Source: an optimization exercise on an open RTL-to-GDS flow (aim: small area). Production flows keep margins and buffers that such runs may drop. Only simulation tests tie the RTL to the original design; equivalence was not proved. Power figures rest on the tool's default switching activity, not on a simulated workload.

## config.mk

```make
export PLATFORM = sky130hd
export DESIGN_NAME = motor_ctrl_top
export DESIGN_NICKNAME = motor_ctrl_top
export VERILOG_FILES = /design/flow/design.v
export SDC_FILE = /design/flow/constraint.sdc
export NUM_CORES = 4
export LEC_CHECK = 0
export CAP_MARGIN = 20
export CORE_MARGIN = 2
export CORE_UTILIZATION = 75
export CTS_BUF_LIST = sky130_fd_sc_hd__clkbuf_16
export CTS_CLUSTER_DIAMETER = 100
export CTS_CLUSTER_SIZE = 26
export SLEW_MARGIN = 20
```

## constraint.sdc

```tcl
create_clock -name core_clock -period 12.0 [get_ports {fpga_clk_50}]
set_input_delay 2.4000 -clock core_clock [delete_from_list [all_inputs] [get_ports {fpga_clk_50}]]
set_output_delay 2.4000 -clock core_clock [all_outputs]
set_load 0.01 [all_outputs]
```

## design.v

```verilog
package motor_pkg;
	localparam int SPEED_W = 16;    
	localparam int WIN_W   = 11;    
	localparam int DUTY_W  = 8;     
	localparam int INTEG_W = 24;    
	localparam int IDX_W   = 3;     
	typedef logic signed [SPEED_W-1:0] speed_t;
	typedef logic signed [WIN_W-1:0]   win_t;
	typedef logic signed [INTEG_W-1:0] integ_t;
	typedef logic        [DUTY_W-1:0]  duty_t;
	typedef logic        [IDX_W-1:0]   motor_idx_t;
	localparam int               DEF_NUM_MOTORS      = 6;
	localparam int               DEF_TICK_CYCLES     = 2000;       
	localparam int               DEF_DEBOUNCE_CYCLES = 4;
	localparam logic [5:0]       DEF_MIRROR_MASK     = 6'b111000;  
	localparam int               KP_SHIFT            = 2;
	localparam int               KI_SHIFT            = 4;
	localparam int               DUTY_MAX            = 255;
endpackage
module rc_add #(
	parameter int W = 8
) (
	input  logic [W-1:0] a,
	input  logic [W-1:0] b,
	input  logic         ci,
	output logic [W-1:0] s,
	output logic [W:0]   c
);
	assign c[0] = ci;
	for (genvar i = 0; i < W; i++)
	begin : g_bit
		assign s[i]   = a[i] ^ b[i] ^ c[i];
		assign c[i+1] = (a[i] & b[i]) | (a[i] & c[i]) | (b[i] & c[i]);
	end
endmodule
module rc_updn #(
	parameter int W = 8
) (
	input  logic [W-1:0] a,
	input  logic         up,
	input  logic         dn,
	output logic [W-1:0] s
);
	logic [W:0] cu;
	logic [W:0] cd;
	assign cu[0] = up;
	assign cd[0] = dn;
	for (genvar i = 0; i < W; i++)
	begin : g_bit
		assign s[i]    = a[i] ^ (cu[i] | cd[i]);
		assign cu[i+1] = cu[i] & a[i];
		assign cd[i+1] = cd[i] & !a[i];
	end
endmodule
module rc_lt #(
	parameter int W = 8
) (
	input  logic [W-1:0] a,
	input  logic [W-1:0] b,
	output logic         lt
);
	logic [W:0] c;
	assign c[0] = 1'b0;
	for (genvar i = 0; i < W; i++)
	begin : g_bit
		assign c[i+1] = (b[i] & !a[i]) | (c[i] & (b[i] | !a[i]));    
	end
	assign lt = c[W];
endmodule
module fast_updn #(
	parameter int W = 8
) (
	input  logic [W-1:0] a,
	input  logic         up,
	input  logic         dn,
	output logic [W-1:0] s
);
	logic [W:0] all1;    
	logic [W:0] all0;    
	assign all1[0] = 1'b1;
	assign all0[0] = 1'b1;
	for (genvar i = 0; i < W; i++)
	begin : g_bit
		assign all1[i+1] = all1[i] & a[i];
		assign all0[i+1] = all0[i] & !a[i];
		assign s[i]      = a[i] ^ ((up & all1[i]) | (dn & all0[i]));
	end
endmodule
`timescale 1ns/1ps
module quad_decoder #(
	parameter bit MIRROR = 1'b0
) (
	input  logic              fpga_clk_50,
	input  logic              hps_fpga_reset_n,
	input  logic              enc_a,
	input  logic              enc_b,
	input  logic              tick,      
	output motor_pkg::win_t   win        
);
	logic [1:0] sync_q1;
	logic [1:0] sync_q2;
	logic [1:0] filt;
	logic [1:0] filt_prev;
	logic [1:0] st [2];    
	logic       step_up;
	logic       step_dn;
	always_ff @(posedge fpga_clk_50)
		sync_q2 <= sync_q1;
	always_ff @(posedge fpga_clk_50)
	begin
		if (!hps_fpga_reset_n)
		begin
			sync_q1   <= '0;
			filt      <= '0;
			filt_prev <= '0;
			st[0]     <= '0;
			st[1]     <= '0;
		end
		else
		begin
			sync_q1   <= {enc_a, enc_b};
			filt_prev <= filt;
			for (int i = 0; i < 2; i++)
			begin
				if (sync_q2[i] != filt[i])
				begin
					st[i] <= st[i] + 1'b1;
					if (st[i] == 2'd3)
						filt[i] <= sync_q2[i];
				end
				else
					st[i] <= '0;
			end
		end
	end
	always_comb
	begin
		step_up = 1'b0;
		step_dn = 1'b0;
		case ({filt_prev, filt})
			4'b00_10, 4'b10_11, 4'b11_01, 4'b01_00: step_up = 1'b1;
			4'b10_00, 4'b11_10, 4'b01_11, 4'b00_01: step_dn = 1'b1;
			default: ;
		endcase
	end
	motor_pkg::win_t win_next;
	logic up;
	logic dn;
	assign up = MIRROR ? step_dn : step_up;
	assign dn = MIRROR ? step_up : step_dn;
	rc_add #(.W (motor_pkg::WIN_W)) u_cnt (
		.a  (tick ? motor_pkg::win_t'(0) : win),
		.b  ({motor_pkg::WIN_W{dn}}),
		.ci (up),
		.s  (win_next)
	);
	always_ff @(posedge fpga_clk_50)
	begin
		if (!hps_fpga_reset_n)
			win <= '0;
		else
			win <= win_next;
	end
endmodule
`timescale 1ns/1ps
module speed_meter (
	input  logic              fpga_clk_50,
	input  logic              hps_fpga_reset_n,
	input  logic              tick,
	input  motor_pkg::win_t   win,
	output motor_pkg::win_t   spd,      
	output motor_pkg::speed_t speed
);
	always_ff @(posedge fpga_clk_50 or negedge hps_fpga_reset_n)
	begin
		if (!hps_fpga_reset_n)
			spd <= '0;
		else if (tick)
			spd <= win;
	end
	assign speed = motor_pkg::speed_t'(spd);    
endmodule
`timescale 1ns/1ps
module speed_regulator (
	input  logic                  fpga_clk_50,
	input  logic                  hps_fpga_reset_n,
	input  logic                  phase,       
	input  logic                  tick,        
	input  logic                  tick_d,      
	input  logic                  wr_a,        
	input  logic                  wr_b,        
	input  motor_pkg::speed_t     wdata,
	input  motor_pkg::win_t       win_a,       
	input  motor_pkg::win_t       spd_b,       
	output motor_pkg::duty_t      duty_a,      
	output motor_pkg::duty_t      duty_b,
	output logic [1:0]            dir_a,       
	output logic [1:0]            dir_b
);
	localparam int IW = motor_pkg::INTEG_W;
	motor_pkg::integ_t   integ0;
	motor_pkg::integ_t   integ1;
	motor_pkg::duty_t    duty0;
	motor_pkg::duty_t    duty1;
	motor_pkg::speed_t   pend0;
	motor_pkg::speed_t   pend1;
	logic                w0;
	logic                w1;
	logic                fwd_q;         
	logic                rev_q;
	logic                en;
	motor_pkg::win_t     speed;
	logic [16:0]         err;
	logic [IW:0]         integ_sum;
	logic                ovf;
	motor_pkg::integ_t   integ_next;
	logic                neg;
	logic                sat;
	logic [7:0]          low;
	motor_pkg::duty_t    duty_next;
	logic                fwd;
	logic                rev;
	logic                phase_q;       
	logic                boot;          
	always_ff @(posedge fpga_clk_50 or negedge hps_fpga_reset_n)
	begin
		if (!hps_fpga_reset_n)
		begin
			phase_q <= 1'b0;
			boot    <= 1'b1;
		end
		else
		begin
			phase_q <= !phase_q;
			if (tick_d)
				boot <= 1'b0;
		end
	end
	assign en     = tick || tick_d;
	assign speed  = phase_q ? spd_b : win_a;
	assign duty_a = duty1;
	assign duty_b = duty0;
	assign w0 = phase ? wr_a : wr_b;
	assign w1 = phase ? wr_b : wr_a;
	logic [4:0]  e0;
	logic [5:0]  e1_0;
	logic [5:0]  e1_1;
	logic [5:0]  ce0;
	logic [6:0]  ce1_0;
	logic [6:0]  ce1_1;
	logic        c11;
	rc_add #(.W (5)) u_e0 (.a (pend0[4:0]), .b (~speed[4:0]), .ci (1'b1), .s (e0), .c (ce0));
	rc_add #(.W (6)) u_e1_0 (.a (pend0[10:5]), .b (~speed[10:5]), .ci (1'b0), .s (e1_0), .c (ce1_0));
	rc_add #(.W (6)) u_e1_1 (.a (pend0[10:5]), .b (~speed[10:5]), .ci (1'b1), .s (e1_1), .c (ce1_1));
	assign err[4:0]  = e0;
	assign err[10:5] = ce0[5] ? e1_1 : e1_0;
	assign c11       = ce0[5] ? ce1_1[6] : ce1_0[6];
	fast_updn #(.W (6)) u_err_hi (
		.a  ({pend0[15], pend0[15:11]}),
		.up (c11 && speed[10]),
		.dn (!c11 && !speed[10]),
		.s  (err[16:11])
	);
	logic [16:0] sum_lo;
	logic [17:0] cs;
	logic [16:0] err_en;
	assign err_en = en ? err : '0;
	rc_add #(.W (17)) u_int (.a (integ0[16:0]), .b (err_en), .ci (1'b0), .s (sum_lo), .c (cs));
	fast_updn #(.W (IW + 1 - 17)) u_int_hi (
		.a  ({integ0[IW-1], integ0[IW-1:17]}),
		.up (cs[17] && !err_en[16]),
		.dn (!cs[17] && err_en[16]),
		.s  (integ_sum[IW:17])
	);
	assign integ_sum[16:0] = sum_lo;
	assign ovf        = integ_sum[IW] ^ integ_sum[IW-1];
	assign integ_next = boot ? '0 : ovf ? {integ_sum[IW], {(IW - 1){!integ_sum[IW]}}} : integ_sum[IW-1:0];
	logic        big;
	logic [16:0] x;
	logic [16:0] y;
	logic [16:0] z;
	logic [16:0] ps;        
	logic [16:0] pc;        
	logic [7:0]  lo;
	logic [8:0]  cl;
	logic [8:0]  up0;       
	logic [9:0]  cu;
	logic        u_zero;    
	logic        u_ones;    
	logic        lo_nz;
	logic [7:0]  lo_neg;
	logic [8:0]  cn;
	assign big = !((&integ0[IW-1:19]) || !(|integ0[IW-1:19]));
	assign x   = {integ0[19], integ0[19:4]};
	assign y   = {{4{err[16]}}, err[16:4]};
	assign z   = {{2{err[16]}}, err[16:2]};
	assign ps  = x ^ y ^ z;
	assign pc  = (x & y) | (x & z) | (y & z);
	rc_add #(.W (8)) u_cmd_lo (.a (ps[7:0]), .b ({pc[6:0], 1'b0}), .ci (cs[4]), .s (lo), .c (cl));
	rc_add #(.W (9)) u_cmd_hi (.a (ps[16:8]), .b (pc[15:7]), .ci (1'b0), .s (up0), .c (cu));
	assign u_zero = cl[8] ? (&up0) : !(|up0);
	assign u_ones = cl[8] ? ((&up0[8:1]) && !up0[0]) : (&up0);
	assign lo_nz  = |lo;
	rc_add #(.W (8)) u_neg (.a (~lo), .b ('0), .ci (1'b1), .s (lo_neg), .c (cn));
	assign neg = big ? integ0[IW-1] : (up0[8] && !(cl[8] && (&up0)));
	assign sat = big || !(u_zero || (u_ones && lo_nz));
	assign low = neg ? lo_neg : lo;
	assign duty_next = boot ? 8'h00 : sat ? 8'hff : low;
	assign rev       = !boot && neg;
	assign fwd       = !boot && !neg && (sat || lo_nz);
	always_ff @(posedge fpga_clk_50)
	begin
		fwd_q <= fwd;
		rev_q <= rev;
	end
	always_ff @(posedge fpga_clk_50)
	begin
		integ0 <= integ1;
		integ1 <= integ_next;
		duty0  <= duty1;
		duty1  <= en ? duty_next : duty0;
	end
	always_ff @(posedge fpga_clk_50)
	begin
		if (!hps_fpga_reset_n)
		begin
			pend0  <= '0;
			pend1  <= '0;
		end
		else
		begin
			pend0  <= w0 ? wdata : pend1;
			pend1  <= w1 ? wdata : pend0;
		end
	end
	always_ff @(posedge fpga_clk_50 or negedge hps_fpga_reset_n)
	begin
		if (!hps_fpga_reset_n)
		begin
			dir_a <= '0;
			dir_b <= '0;
		end
		else if (tick_d)
		begin
			dir_a <= {fwd, fwd_q};
			dir_b <= {rev, rev_q};
		end
	end
endmodule
`timescale 1ns/1ps
module pwm_generator (
	input  logic             fpga_clk_50,
	input  logic             hps_fpga_reset_n,
	input  logic             run,      
	input  motor_pkg::duty_t cnt,
	input  motor_pkg::duty_t duty,
	output logic             pwm
);
	motor_pkg::duty_t shadow;    
	logic             lt;
	always_ff @(posedge fpga_clk_50)
	begin
		if (cnt == '1)
			shadow <= duty;
	end
	rc_lt #(.W (motor_pkg::DUTY_W)) u_cmp (.a (cnt), .b (shadow), .lt (lt));
	assign pwm = run && lt;
endmodule
`timescale 1ns/1ps
module setpoint_scheduler #(
	parameter int NUM_MOTORS = motor_pkg::DEF_NUM_MOTORS
) (
	input  logic                  fpga_clk_50,
	input  logic                  hps_fpga_reset_n,
	input  logic                  sp_req,
	input  motor_pkg::motor_idx_t sp_motor,
	input  motor_pkg::speed_t     sp_value,
	output logic                  sp_ack,
	output motor_pkg::duty_t      pwm_cnt,
	output logic                  pwm_run,   
	output logic                  tick,      
	output logic                  tick_d,    
	output logic [NUM_MOTORS-1:0] wr,        
	output motor_pkg::speed_t     wdata
);
	localparam int NP = NUM_MOTORS / 2;
	logic [6:0]        tick_hi;
	logic [1:0]        hs_state;    
	logic              wr_en;
	logic [NUM_MOTORS-1:0] wr_host;
	logic [NP-1:0]     dfr;         
	motor_pkg::speed_t sp_q;        
	motor_pkg::duty_t pwm_cnt_inc;
	logic [6:0]       tick_hi_inc;
	rc_add #(.W (8)) u_pwm_inc  (.a (pwm_cnt), .b ('0), .ci (1'b1), .s (pwm_cnt_inc));
	rc_add #(.W (7)) u_tick_inc (.a (tick_hi), .b ('0), .ci (1'b1), .s (tick_hi_inc));
	always_ff @(posedge fpga_clk_50 or negedge hps_fpga_reset_n)
	begin
		if (!hps_fpga_reset_n)
		begin
			pwm_cnt <= '0;
			tick_hi <= '0;
		end
		else
		begin
			pwm_cnt <= pwm_cnt_inc;
			if (pwm_cnt[3:0] == 4'hf)
				tick_hi <= (tick_hi == 7'd124) ? 7'd0 : tick_hi_inc;
		end
	end
	always_ff @(posedge fpga_clk_50 or negedge hps_fpga_reset_n)
	begin
		if (!hps_fpga_reset_n)
			pwm_run <= 1'b0;
		else if (pwm_cnt == '1)
			pwm_run <= 1'b1;
	end
	always_ff @(posedge fpga_clk_50 or negedge hps_fpga_reset_n)
	begin
		if (!hps_fpga_reset_n)
		begin
			tick   <= 1'b1;
			tick_d <= 1'b0;
		end
		else
		begin
			tick   <= (tick_hi == 7'd124) && (pwm_cnt[3:0] == 4'hf);
			tick_d <= tick;
		end
	end
	assign sp_ack = hs_state[0];
	assign wr_en  = (hs_state == 2'b00) && sp_req && (int'(sp_motor) < NUM_MOTORS);
	always_ff @(posedge fpga_clk_50 or negedge hps_fpga_reset_n)
	begin
		if (!hps_fpga_reset_n)
			hs_state <= 2'b00;
		else
			case (hs_state)
				2'b00:   if (sp_req) hs_state <= 2'b01;
				2'b01:   if (!sp_req) hs_state <= 2'b10;
				default: hs_state <= 2'b00;
			endcase
	end
	for (genvar i = 0; i < NUM_MOTORS; i++)
	begin : g_wr
		assign wr_host[i] = wr_en && (sp_motor == motor_pkg::motor_idx_t'(i));
	end
	always_ff @(posedge fpga_clk_50)
		sp_q <= sp_value;
	always_ff @(posedge fpga_clk_50 or negedge hps_fpga_reset_n)
	begin
		if (!hps_fpga_reset_n)
			dfr <= '0;
		else
			dfr <= tick ? wr_host[NUM_MOTORS-1:NP] : '0;
	end
	assign wr[NP-1:0]          = wr_host[NP-1:0];
	assign wr[NUM_MOTORS-1:NP] = (tick ? '0 : wr_host[NUM_MOTORS-1:NP]) | dfr;
	assign wdata               = (|dfr) ? sp_q : sp_value;
endmodule
`timescale 1ns/1ps
module motor_ctrl_top #(
	parameter int                    NUM_MOTORS      = motor_pkg::DEF_NUM_MOTORS,
	parameter int                    TICK_CYCLES     = motor_pkg::DEF_TICK_CYCLES,
	parameter int                    DEBOUNCE_CYCLES = motor_pkg::DEF_DEBOUNCE_CYCLES,
	parameter logic [NUM_MOTORS-1:0] MIRROR_MASK     = motor_pkg::DEF_MIRROR_MASK
) (
	input  logic                  fpga_clk_50,
	input  logic                  hps_fpga_reset_n,
	input  logic [NUM_MOTORS-1:0] enc_a,
	input  logic [NUM_MOTORS-1:0] enc_b,
	input  logic                  sp_req,
	input  motor_pkg::motor_idx_t sp_motor,
	input  motor_pkg::speed_t     sp_value,
	output logic                  sp_ack,
	output logic [NUM_MOTORS-1:0] pwm,
	output logic [NUM_MOTORS-1:0] dir_a,
	output logic [NUM_MOTORS-1:0] dir_b,
	output logic [NUM_MOTORS*motor_pkg::SPEED_W-1:0] meas_speed    
);
	localparam int NP = NUM_MOTORS / 2;
	localparam int SW = motor_pkg::SPEED_W;
	localparam int WW = motor_pkg::WIN_W;
	localparam int DW = motor_pkg::DUTY_W;
	logic                        tick;
	logic                        tick_d;
	logic [NUM_MOTORS-1:0]       wr;
	motor_pkg::duty_t            pwm_cnt;
	logic                        pwm_run;
	motor_pkg::speed_t           wdata;
	logic [NUM_MOTORS*WW-1:0]    win;
	logic [NUM_MOTORS*WW-1:0]    spd;
	logic [NUM_MOTORS*DW-1:0]    duty;
	setpoint_scheduler #(
		.NUM_MOTORS (NUM_MOTORS)
	) u_sched (
		.fpga_clk_50      (fpga_clk_50),
		.hps_fpga_reset_n (hps_fpga_reset_n),
		.sp_req           (sp_req),
		.sp_motor         (sp_motor),
		.sp_value         (sp_value),
		.sp_ack           (sp_ack),
		.pwm_cnt          (pwm_cnt),
		.pwm_run          (pwm_run),
		.tick             (tick),
		.tick_d           (tick_d),
		.wr               (wr),
		.wdata            (wdata)
	);
	for (genvar i = 0; i < NUM_MOTORS; i++)
	begin : g_motor
		quad_decoder #(
			.MIRROR (MIRROR_MASK[i])
		) u_dec (
			.fpga_clk_50      (fpga_clk_50),
			.hps_fpga_reset_n (hps_fpga_reset_n),
			.enc_a            (enc_a[i]),
			.enc_b            (enc_b[i]),
			.tick             (tick),
			.win              (win[i*WW +: WW])
		);
		speed_meter u_meter (
			.fpga_clk_50      (fpga_clk_50),
			.hps_fpga_reset_n (hps_fpga_reset_n),
			.tick             (tick),
			.win              (win[i*WW +: WW]),
			.spd              (spd[i*WW +: WW]),
			.speed            (meas_speed[i*SW +: SW])
		);
		pwm_generator u_pwm (
			.fpga_clk_50      (fpga_clk_50),
			.hps_fpga_reset_n (hps_fpga_reset_n),
			.run              (pwm_run),
			.cnt              (pwm_cnt),
			.duty             (duty[i*DW +: DW]),
			.pwm              (pwm[i])
		);
	end
	for (genvar p = 0; p < NP; p++)
	begin : g_pair
		logic [1:0] da;
		logic [1:0] db;
		speed_regulator u_reg (
			.fpga_clk_50      (fpga_clk_50),
			.hps_fpga_reset_n (hps_fpga_reset_n),
			.phase            (pwm_cnt[0]),
			.tick             (tick),
			.tick_d           (tick_d),
			.wr_a             (wr[p]),
			.wr_b             (wr[p+NP]),
			.wdata            (wdata),
			.win_a            (win[p*WW +: WW]),
			.spd_b            (spd[(p+NP)*WW +: WW]),
			.duty_a           (duty[p*DW +: DW]),
			.duty_b           (duty[(p+NP)*DW +: DW]),
			.dir_a            (da),
			.dir_b            (db)
		);
		assign dir_a[p]    = da[0];
		assign dir_b[p]    = db[0];
		assign dir_a[p+NP] = da[1];
		assign dir_b[p+NP] = db[1];
	end
endmodule
```

## flow/run.sh

```bash
#!/bin/bash
# The standard layout (the standard.sh, standard synthesis unchanged), with
# the port buffers made of the smallest buffer cell instead of the default.
set -euo pipefail
export BUFFER_PORTS_ARGS="-buffer_cell sky130_fd_sc_hd__buf_1"
bash standard.sh "BUFFER_PORTS_ARGS=-buffer_cell sky130_fd_sc_hd__buf_1" finish > standard_flow.log 2>&1
```

## standard.sh

```bash
#!/bin/bash
# synth_recipe.tcl (not shown) runs the flow's synth.tcl, then flattens the netlist and writes it again
# the make line also repeats each setting of config.mk as NAME=value (left out here)
make -C /OpenROAD-flow-scripts/flow DESIGN_CONFIG=/design/flow/config.mk WORK_HOME=/design/flow/orfs CLKGATE_MAP_FILE= SYNTH_SCRIPT=/design/flow/synth_recipe.tcl "${@:-finish}"
```

==> results of run 1 <==
[synthesized netlist by cell type, types with 4 or more instances]
| cell type | instances |
|---|---|
| nand4b_1 | 5 |
| and2_1 | 33 |
| mux2i_1 | 80 |
| a221o_1 | 7 |
| nor2b_1 | 101 |
| dfrtp_1 | 103 |
| xor2_1 | 49 |
| fa_1 | 204 |
| edfxtp_1 | 48 |
| nor4_1 | 9 |
| o21ai_0 | 39 |
| o211a_1 | 97 |
| inv_1 | 203 |
| nor2_1 | 130 |
| maj3_1 | 25 |
| o31ai_1 | 4 |
| ha_1 | 93 |
| a21o_1 | 9 |
| a31oi_1 | 6 |
| a211oi_1 | 5 |
| and3_1 | 17 |
| buf_4 | 36 |
| o221ai_1 | 4 |
| or3_1 | 5 |
| nor3b_1 | 6 |
| nand2_1 | 289 |
| mux2_2 | 83 |
| nand2b_1 | 8 |
| dfxtp_1 | 448 |
| o211ai_1 | 8 |
| nand4_1 | 11 |
| a21oi_1 | 87 |
| nor3_1 | 15 |
| buf_1 | 5 |
| o21bai_1 | 7 |
| or2_2 | 14 |
| clkbuf_1 | 109 |
| nand3_1 | 10 |
| xnor2_1 | 43 |
[power groups by stage]
stage	sequential (uW)	combinational (uW)	clock [uW]
finish	2050	129	1040
global route	2050	144	1120
CTS	2050	129	1060
detailed placement	2100	129	0
global placement	2090	121	0
floorplan	2090	89.6	0
[kinds of logic after synthesis]
group	Yosys count	synth area share
compound gates	306	0.0825
mux	164	0.0623
fa+ha+maj	322	0.196
buf+inv	360	0.0536
flops	601	0.464
simple gates	669	0.113
xor+xnor	92	0.0287
[placed cells by master (no fill, tap or decap), drive strengths merged, types with 6 or more instances in the layout]
master / count
dfxtp: 448
nand2: 289
inv: 223
fa: 204
buf: 163
nor2: 130
dfrtp: 103
nor2b: 101
o211a: 97
ha: 93
a21oi: 87
mux2: 84
mux2i: 80
xor2: 49
edfxtp: 48
xnor2: 43
o21ai: 41
and2: 33
clkbuf: 28
maj3: 25
and3: 18
or2: 15
nor3: 15
nand4: 11
nand3: 10
a21o: 9
nor4: 9
nand2b: 8
o211ai: 8
o21bai: 7
a221o: 7
nor3b: 6
a31oi: 6
a211oi: 6
[registers in the layout, summed over array words and instances, names as in the netlist, 7 cells and up]
name	cells
g_motor.u_meter.spd	66
g_motor.u_dec.filt	12
g_motor.u_dec.win	66
u_sched.pwm_cnt	8
g_motor.u_dec.sync_q2	12
g_pair.u_reg.duty1	24
g_motor.u_dec.filt_prev	12
g_motor.u_pwm.shadow	48
g_pair.u_reg.duty0	24
g_pair.u_reg.pend1	48
g_pair.u_reg.integ0	72
u_sched.tick_hi	7
g_pair.u_reg.integ1	72
u_sched.sp_q	16
g_motor.u_dec.st	24
g_motor.u_dec.sync_q1	12
g_pair.u_reg.pend0	48
[per-layer routing]
| metal | wire, um | up-vias |
|---|---|---|
| li1 | - | 8284 |
| met1 | 23600 | 8803 |
| met2 | 27300 | 394 |
| met3 | 2630 | 104 |
| met4 | 1480 | 6 |
| met5 | 44 | - |
[worst max-delay path by stage]
stage | startpoint | end | slack [ps]
2_1_floorplan | g_pair[2].u_reg.phase_q | g_pair[2].u_reg.integ1[11] | 1820
3_3_place_gp | g_pair[0].u_reg.phase_q | g_pair[0].u_reg.integ1[3] | 1190
3_5_place_dp | g_pair[0].u_reg.phase_q | g_pair[0].u_reg.integ1[18] | 860
4_1_cts | g_pair[0].u_reg.phase_q | g_pair[0].u_reg.integ1[18] | 730
5_1_grt | g_pair[0].u_reg.phase_q | g_pair[0].u_reg.integ1[11] | 100
6_report | g_pair[0].u_reg.phase_q | g_pair[0].u_reg.integ1[18] | 760
[worst max-delay path: cells and delay by family (launching register included)]
| kind | cells | cell delay, ps |
|---|---|---|
| fa+ha+maj | 19 | 7820 |
| simple gates | 5 | 1880 |
| flops | 1 | 700 |
| mux | 1 | 410 |
| buf+inv | 2 | 160 |
| compound gates | 1 | 110 |
[stage by stage]
stage | instance area (um2) | setup WS, ps | util
final | 29400 | 764 | 0.802
after global routing | 29400 | 99.4 | 0.802
after CTS | 29400 | 729 | 0.802
after detailed placement | 28700 | 860 | 0.781
after global placement | 28700 | 1190 | 0.781
after floorplan | 28100 | 1820 | -
[layout make-up]
type	count	area [um2]
sequential	601	13000
clock buffer	27	676
inverter	205	769
fill	2377	7250
timing repair buffer	164	679
tap	468	586
clock inverter	20	106
multi-input combinational	1553	13600
==> results_dict.tcl, run 1 <==
set metrics [dict create \
    r2r_cells 28 \
    hp-start "g_pair[0].u_reg.integ1[13]" \
    maxCapViolations 0 \
    drc 0 \
    pwr-share-clk 0.323 \
    skew_ps 26.1 \
    grt_use_met1 0.384 \
    rr_endpoint "g_pair[0].u_reg.integ1[18]" \
    fin_nets 2883 \
    grt_util_met2 0.502 \
    synth_area_per_cell_um2 11.2 \
    ys.flop_type "dfxtp_1" \
    holdPathStages 0 \
    power.net_switching_uw 712 \
    drtIter0Drc 1161 \
    p_per_area_nw_per_um2 109 \
    post_cts_buffers 0 \
    place_congestion 0.890 \
    path_class "flop to flop" \
    p_total_uw 3220 \
    num_io_pins 149 \
    cts_root_buf "clkbuf_16" \
    fp-row-count 70 \
    area_growth_pct 4.87 \
    finalHoldViolations 0 \
    grt_max_degree 111 \
    report.final.slew_viol_count 0 \
    relSlewSlack 0.298 \
    port_buffers 148 \
    wl_um 55100 \
    cp.required_ps 12450 \
    crit_top_cell "fa_1" \
    vias 17600 \
    p_comb_frac 0.040 \
    pwr-share-seq 0.637 \
    min_period_over_period 0.936 \
    synth_area_um2 28100 \
    antenna_cells 0 \
    synth_fp_nets 2845 \
    ys_top_cells_by_area "dfxtp_1 (32%), fa_1 (15%), dfrtp_1 (9.2%)" \
    drive_gt1_frac 0.0650 \
    hp-class "flop to flop" \
    antenna_found_initial 3 \
    use_met3 0.0388 \
    synthArstFlopShare 0.175 \
    clk_pin_slew_ps 100 \
    hold_buffers 0 \
    dp.cells 2991 \
    ys_ff_latch 601 \
    path_max_fanout 21 \
    stdcell_count 3038 \
    viasPerCell 5.79 \
    top_usage_layer "met2" \
    worstHoldEndpoint "g_pair[0].u_reg.integ0[13]" \
    status "complete, no violations" \
    hold_slack_ps 325 \
    track_usage 0.289 \
    cts_buffer_depth 3 \
    core_area_um2 36700 \
    max-vdd-ir-drop_mv 0.0996 \
    final_antenna_net_count 0 \
    seq_area_frac_synth 0.464 \
    synth_top_area_share 0.319 \
    clk_latency_ps 600 \
    die_h_um 197 \
    reg2reg_from "g_pair[0].u_reg.phase_q" \
    grt_pass1_vias 18100 \
    p_sw_frac 0.221 \
    wire_per_inst_um 18.1 \
    cts_tree "built" \
    cp.arrival_ps 11680 \
    synth_edf_count 48 \
    setup_viol 0 \
    cts.sink_count 601 \
    yosysWarnings 8 \
    layout_min_cycle_time_ps 11240 \
    grt_overflow_total 0 \
    cp-start-kind "flop" \
    slowest_delay_ps 820 \
    crit_slowest_cell "nand4_1" \
    p_int_uw 2510 \
    fmax_mhz 89.0 \
    cts_buffers 27 \
    cts-resized-gates 0 \
    synthDistinctLibCells 76 \
    post-dp-hpwl_um 40400 \
    syn_inst 2514 \
    p_leak_uw 0.0136 \
    dr.pass1.iters 5 \
    grt_setup_unrepaired "false" \
    yosys.area.top_type "dfxtp_1" \
    r2r_setup_slack_ps 760 \
    cp-end-kind "flop" \
    worst_slew_pin_slew_ps 1050 \
    die_w_um 197 \
    initial_utilization 0.765 \
    grt_pass1_wl_um 89900 \
    dieArea_um2 39000 \
    h-tree-depth 1 \
    tns_ps 0 \
]
==> inputs of run 2 (changes only) <==
--- a/config.mk
+++ b/config.mk
@@ -7,7 +7,7 @@
 export LEC_CHECK = 0
 export CAP_MARGIN = 20
 export CORE_MARGIN = 2
-export CORE_UTILIZATION = 75
+export CORE_UTILIZATION = 65
 export CTS_BUF_LIST = sky130_fd_sc_hd__clkbuf_16
 export CTS_CLUSTER_DIAMETER = 100
 export CTS_CLUSTER_SIZE = 26
==> results_dict.tcl, run 2 <==
set metrics [dict create \
    rr_endpoint "g_pair[0].u_reg.integ1[0]" \
    status "complete, no violations" \
    place_congestion 0.862 \
    layout_common_cells "dfxtp_1 (448), nand2_1 (289), inv_1 (221)" \
    report.final.slew_viol_count 0 \
    dieArea_um2 44900 \
    initial_utilization 0.655 \
    drtIter0Drc 865 \
    viasPerCell 5.46 \
    vias 17200 \
    synthArstFlopShare 0.175 \
    maxCapViolations 0 \
    layout_min_cycle_time_ps 11300 \
    fmax_mhz 88.5 \
    fillerInstances 3223 \
    yosys.area.top_type "dfxtp_1" \
    wire_per_inst_um 17.3 \
    reg2reg_from "g_pair[0].u_reg.phase_q" \
    grt_overflow_total 0 \
    syn_inst 2514 \
    post_cts_buffers 0 \
    ys.flop_type "dfxtp_1" \
    h-tree-depth 1 \
    multi_input_area_um2 13600 \
    port_buffers 148 \
    cts_buffer_depth 3 \
    worst_slew_pin_slew_ps 994 \
    fin_nets 2882 \
    seq_area_frac_synth 0.464 \
    clk_pin_slew_ps 100 \
    setup_viol 0 \
    synth_area_um2 28100 \
    dp.cells 3107 \
    grt_setup_unrepaired "false" \
    hold_buffers 0 \
    synth_edf_count 48 \
    cp.arrival_ps 11740 \
    synth_area_per_cell_um2 11.2 \
    drive_gt1_frac 0.0643 \
    cts_root_buf "clkbuf_16" \
    synth_fp_nets 2845 \
    max-vdd-ir-drop_mv 0.140 \
    r2r_setup_slack_ps 700 \
    cts_buffers 27 \
    path_max_fanout 21 \
    holdPathStages 0 \
    clk_latency_ps 600 \
    pwr-share-seq 0.637 \
    power.net_switching_uw 711 \
    ys_top_cells_by_count "dfxtp_1 (448), nand2_1 (289), fa_1 (204), inv_1 (203), nor2_1 (130)" \
    ys_top_cells_by_area "dfxtp_1 (32%), fa_1 (15%), dfrtp_1 (9.2%)" \
    num_io_pins 149 \
    antenna_cells 0 \
    cts_tree "built" \
    relSlewSlack 0.318 \
    synth_most_common_cell "dfxtp_1" \
    crit_slowest_cell "nand4_1" \
    worstHoldEndpoint "g_pair[1].u_reg.integ0[19]" \
    grt_pass1_vias 17500 \
    r2r_cells 28 \
    hp-class "flop to flop" \
    pwr-share-clk 0.323 \
    grt_max_degree 206 \
    die_w_um 212 \
    path_class "flop to flop" \
    fp-row-count 76 \
    cts-resized-gates 0 \
    reg_top3 "g_pair.u_reg.integ0: 72 flops, g_pair.u_reg.integ1: 72 flops" \
    cts.sink_count 601 \
    ys_ff_latch 601 \
    register_area_um2 13000 \
    p_sw_frac 0.221 \
    area_growth_pct 5.37 \
    finalHoldViolations 0 \
    p_comb_frac 0.040 \
    final_antenna_net_count 0 \
    p_int_uw 2500 \
    drc 0 \
    min_period_over_period 0.942 \
    tns_ps 0 \
    synthDistinctLibCells 76 \
    wl_um 54600 \
    synth_top_area_share 0.319 \
    grt_pass1_wl_um 89800 \
    final_common_cell "dfxtp_1" \
    p_leak_uw 0.0136 \
    skew_ps 28.0 \
    yosysWarnings 8 \
    cp.required_ps 12440 \
    hp-start "g_pair[1].u_reg.integ1[19]" \
    crit_top_cell "fa_1" \
    stdcell_count 3153 \
    cp-start-kind "flop" \
    die_h_um 212 \
    post-dp-hpwl_um 40100 \
    dr.pass1.iters 5 \
    slowest_delay_ps 850 \
    cp-end-kind "flop" \
    core_area_um2 42900 \
    antenna_found_initial 1 \
    track_usage 0.251 \
    p_per_area_nw_per_um2 109 \
]
run 2: logic make-up (layout without fill, tap and decap cells):
family | after synthesis | in the layout | share of synthesized area
xor gates and xnor gates | 92 | 92 | 0.0287
adders and majority gates | 322 | 322 | 0.196
buffers and inverters | 360 | 414 | 0.0536
AOI/OAI and AO/OA | 306 | 306 | 0.0825
and+or+nand+nor | 669 | 669 | 0.113
muxes | 164 | 164 | 0.0623
DFF | 601 | 601 | 0.464
run 2: through the flow:
step / util / area [um2] / setup slack (ps) / hold slack (ps) / total power (uW)
floorplan: - / 28100 / 1820 / 310 / 2180
global placement: 0.672 / 28800 / 1090 / 310 / 2220
detailed placement: 0.672 / 28800 / 871 / 312 / 2230
CTS: 0.690 / 29600 / 653 / 334 / 3240
global route: 0.690 / 29600 / 148 / 340 / 3340
finish: 0.690 / 29600 / 700 / 328 / 3220
run 2: final cells by class:
cell class	instances	area share
multi-input cells	1553	0.459
flip-flops and latches	601	0.441
inverters	205	0.0260
well taps	585	0.0247
repair buffers	163	0.0231
clock buffers	27	0.0228
clock inverters	19	0.00330
run 2: worst max path at each step:
stage	startpoint	to	slack [ps]	cells past startpoint
3_5_place_dp	g_pair[0].u_reg.phase_q	g_pair[0].u_reg.integ1[0]	870	28
4_1_cts	g_pair[0].u_reg.phase_q	g_pair[0].u_reg.integ1[0]	650	28
2_1_floorplan	g_pair[2].u_reg.phase_q	g_pair[2].u_reg.integ1[11]	1820	32
5_1_grt	g_pair[0].u_reg.phase_q	g_pair[0].u_reg.integ1[0]	150	28
3_3_place_gp	g_pair[0].u_reg.phase_q	g_pair[0].u_reg.integ1[3]	1090	28
6_report	g_pair[0].u_reg.phase_q	g_pair[0].u_reg.integ1[0]	700	28
run 2: metal layers:
| layer | wire length, um | share of wire | vias to the layer above | GRT usage |
|---|---|---|---|---|
| li1 | - | - | 8284 | - |
| met1 | 25100 | 0.46 | 8601 | 0.345 |
| met2 | 26100 | 0.48 | 271 | 0.423 |
| met3 | 2410 | 0.044 | 57 | 0.0381 |
| met4 | 1050 | 0.019 | 2 | 0.0549 |
| met5 | 14 | 0.00026 | - | 0 |
run 2: power groups by stage:
stage | Sequential [uW] | Clock (uW) | Combinational [uW]
finish | 2050 | 1040 | 129
global route | 2050 | 1140 | 147
global placement | 2090 | 0 | 124
CTS | 2050 | 1060 | 131
floorplan | 2090 | 0 | 89.6
detailed placement | 2100 | 0 | 130
run 2: critical path, delay by kind of cell, from the launching register on:
| family | cells | cell delay (ps) |
|---|---|---|
| buffers and inverters | 2 | 160 |
| muxes | 1 | 400 |
| DFF | 1 | 710 |
| adders and majority gates | 19 | 7840 |
| AOI/OAI and AO/OA | 1 | 120 |
| and+or+nand+nor | 5 | 1880 |
==> inputs of run 3 (changes only) <==
==> run.sh (new file) <==
#!/bin/bash
# synth_recipe.tcl (not shown) runs the flow's synth.tcl, then flattens the netlist and writes it again
# the make line also repeats each setting of config.mk as NAME=value (left out here)
make -C /OpenROAD-flow-scripts/flow DESIGN_CONFIG=/design/flow/config.mk WORK_HOME=/design/flow/orfs CLKGATE_MAP_FILE= SYNTH_SCRIPT=/design/flow/synth_recipe.tcl finish
removed: flow/run.sh
removed: standard.sh
==> results_dict.tcl, run 3 <==
set metrics [dict create \
    track_usage 0.252 \
    dr.pass1.iters 5 \
    slowest_delay_ps 710 \
    cts_tree "built" \
    finalHoldViolations 0 \
    synth_area_um2 28100 \
    report.final.slew_viol_count 0 \
    vias 17300 \
    grt_setup_unrepaired "false" \
    crit_top_cell "fa_1" \
    synth_edf_count 48 \
    synthArstFlopShare 0.175 \
    fp-row-count 76 \
    place_congestion 0.872 \
    antenna_cells 0 \
    yosys.area.top_type "dfxtp_1" \
    cts-resized-gates 0 \
    ys_ff_latch 601 \
    grt_pass1_vias 17700 \
    cts_buffers 27 \
    reg_top3 "g_pair.u_reg.integ0: 72 flops, g_pair.u_reg.integ1: 72 flops" \
    dp.cells 3108 \
    cp.arrival_ps 11360 \
    die_h_um 212 \
    initial_utilization 0.655 \
    synth_top_area_share 0.319 \
    syn_inst 2514 \
    hp-start "g_motor[5].u_dec.sync_q1[1]" \
    ys_top_cells_by_area "dfxtp_1 (32%), fa_1 (15%), dfrtp_1 (9.2%)" \
    synth_most_common_cell "dfxtp_1" \
    hold_buffers 0 \
    cts_buffer_depth 3 \
    cp.required_ps 12450 \
    maxCapViolations 0 \
    clk_latency_ps 600 \
    p_total_uw 3220 \
    synth_area_per_cell_um2 11.2 \
    drc 0 \
    cp-end-kind "flop" \
    fmax_mhz 91.7 \
    skew_ps 21.6 \
    seq_area_frac_synth 0.464 \
    final_common_cell "dfxtp_1" \
    reg2reg_from "g_pair[2].u_reg.phase_q" \
    ys.flop_type "dfxtp_1" \
    die_w_um 212 \
    path_max_fanout 20 \
    cp-startpoint "g_pair[2].u_reg.phase_q" \
    stdcell_count 3156 \
    h-tree-depth 1 \
    relSlewSlack 0.225 \
    wire_per_inst_um 17.5 \
    layout_min_cycle_time_ps 10910 \
    port_buffers 148 \
    final_antenna_net_count 0 \
    post-dp-hpwl_um 40500 \
    grt_max_degree 238 \
    max-vdd-ir-drop_mv 0.118 \
    area_growth_pct 8.72 \
    clk_pin_slew_ps 100 \
    grt_overflow_total 0 \
    place_ws_ps 1140 \
    tns_ps 0 \
    cts_root_buf "clkbuf_16" \
    post_cts_buffers 0 \
    setup_viol 0 \
    wl_um 55200 \
    fin_nets 2883 \
    drive_gt1_frac 0.0653 \
    min_period_over_period 0.909 \
    status "complete, no violations" \
    cts.sink_count 601 \
    core_area_um2 42900 \
    layout_common_cells "dfxtp_1 (448), nand2_1 (289), inv_1 (221)" \
    crit_slowest_cell "dfrtp_1" \
    num_io_pins 149 \
    p_per_area_nw_per_um2 106 \
    viasPerCell 5.49 \
    dieArea_um2 44900 \
    hp-class "flop to flop" \
    grt_pass1_wl_um 90400 \
    fin_ws_ps 1090 \
    synthDistinctLibCells 76 \
    path_class "flop to flop" \
    yosysWarnings 8 \
    drtIter0Drc 894 \
    cp-start-kind "flop" \
    hold_slack_ps 312 \
    worst_slew_pin_slew_ps 1160 \
    ys_top_cells_by_count "dfxtp_1 (448), nand2_1 (289), fa_1 (204), inv_1 (203), nor2_1 (130)" \
    synth_fp_nets 2845 \
    p_leak_uw 0.0140 \
    antenna_found_initial 1 \
]
-- run 3: cell families (layout without fill, tap and decap cells) --
family                   after synthesis  count (layout)  share of synthesized area
AND/OR/NAND/NOR                      669             669                      0.113
multiplexers                         164             164                     0.0623
buffers and inverters                360             417                     0.0536
AO/OA/AOI/OAI                        306             306                     0.0825
adder cells (fa/ha/maj)              322             322                      0.196
XOR/XNOR                              92              92                     0.0287
flip-flops                           601             601                      0.464
-- run 3: layout make-up --
cell class / instances / area, um2
clock buffer: 27 / 676
sequential: 601 / 13000
timing repair buffer: 164 / 1620
fill: 3158 / 12400
clock inverter: 21 / 101
tap: 585 / 732
multi-input combinational: 1553 / 13600
inverter: 205 / 769
-- run 3: per-layer routing --
layer,track usage,vias to the layer above,share of wire
li1,-,8309,-
met1,0.346,8689,0.45
met2,0.423,258,0.48
met3,0.0329,72,0.039
met4,0.0716,2,0.026
met5,0,-,0.00024
-- run 3: worst paths after layout --
kind                                               end  slack [ps]  cells past startpoint
max                          g_pair[2].u_reg.integ1[8]        1090                     29
min                        g_motor[5].u_dec.sync_q2[1]         310                      0
max reg2reg                  g_pair[2].u_reg.integ1[8]        1090                     29
min reg2reg                g_motor[5].u_dec.sync_q2[1]         310                      0
max in group asynchronous    g_motor[0].u_meter.spd[0]        8700                      2
min in group asynchronous           u_sched.tick_hi[1]        1750                      1
-- run 3: worst max-delay path, delay by kind of cell, from the launching register on --
family	cells	cell delay (ps)
adder cells (fa/ha/maj)	19	7840
AND/OR/NAND/NOR	6	1570
flip-flops	1	710
multiplexers	1	410
buffers and inverters	2	150
AO/OA/AOI/OAI	1	90
-- run 3: where the power goes --
group / internal, uW / switching [uW]
logic: 55.9 / 78.8
clock network: 418 / 621
registers: 2040 / 10.3
total: 2510 / 710
-- run 3: per-stage QoR --
step                cell area, um2   util
finish                       30500  0.712
floorplan                    28100      -
CTS                          30500  0.712
global route                 30500  0.712
detailed placement           29700  0.694
global placement             29700  0.694

re-timing with driven ports:
How much do the figures lean on ideal ports? The routed layouts below were timed once more, with nothing changed but the port constraints.
Step 1, drivers: a clkbuf_16 drives fpga_clk_50 and a buf_2 each remaining input, both assumed.
Step 2, shift: input delay + t, output delay - t, t = (earliest + latest rising clock arrival at the registers) / 2. This alone moves slack from input paths to output paths.
a / b / c = ideal / step 1 / step 2; a / b = the first two.
run	t, ns	slack for setup (ns)	slew at the worst register clock pin (ns)
run 1	0.643	0.764 / 0.764 / 0.764	0.10 / 0.10
run 2	0.641	0.700 / 0.700 / 0.700	0.11 / 0.11
run 3	0.647	1.091 / 1.091 / 1.091	0.10 / 0.10
After both steps setup and hold are still met in every run listed.
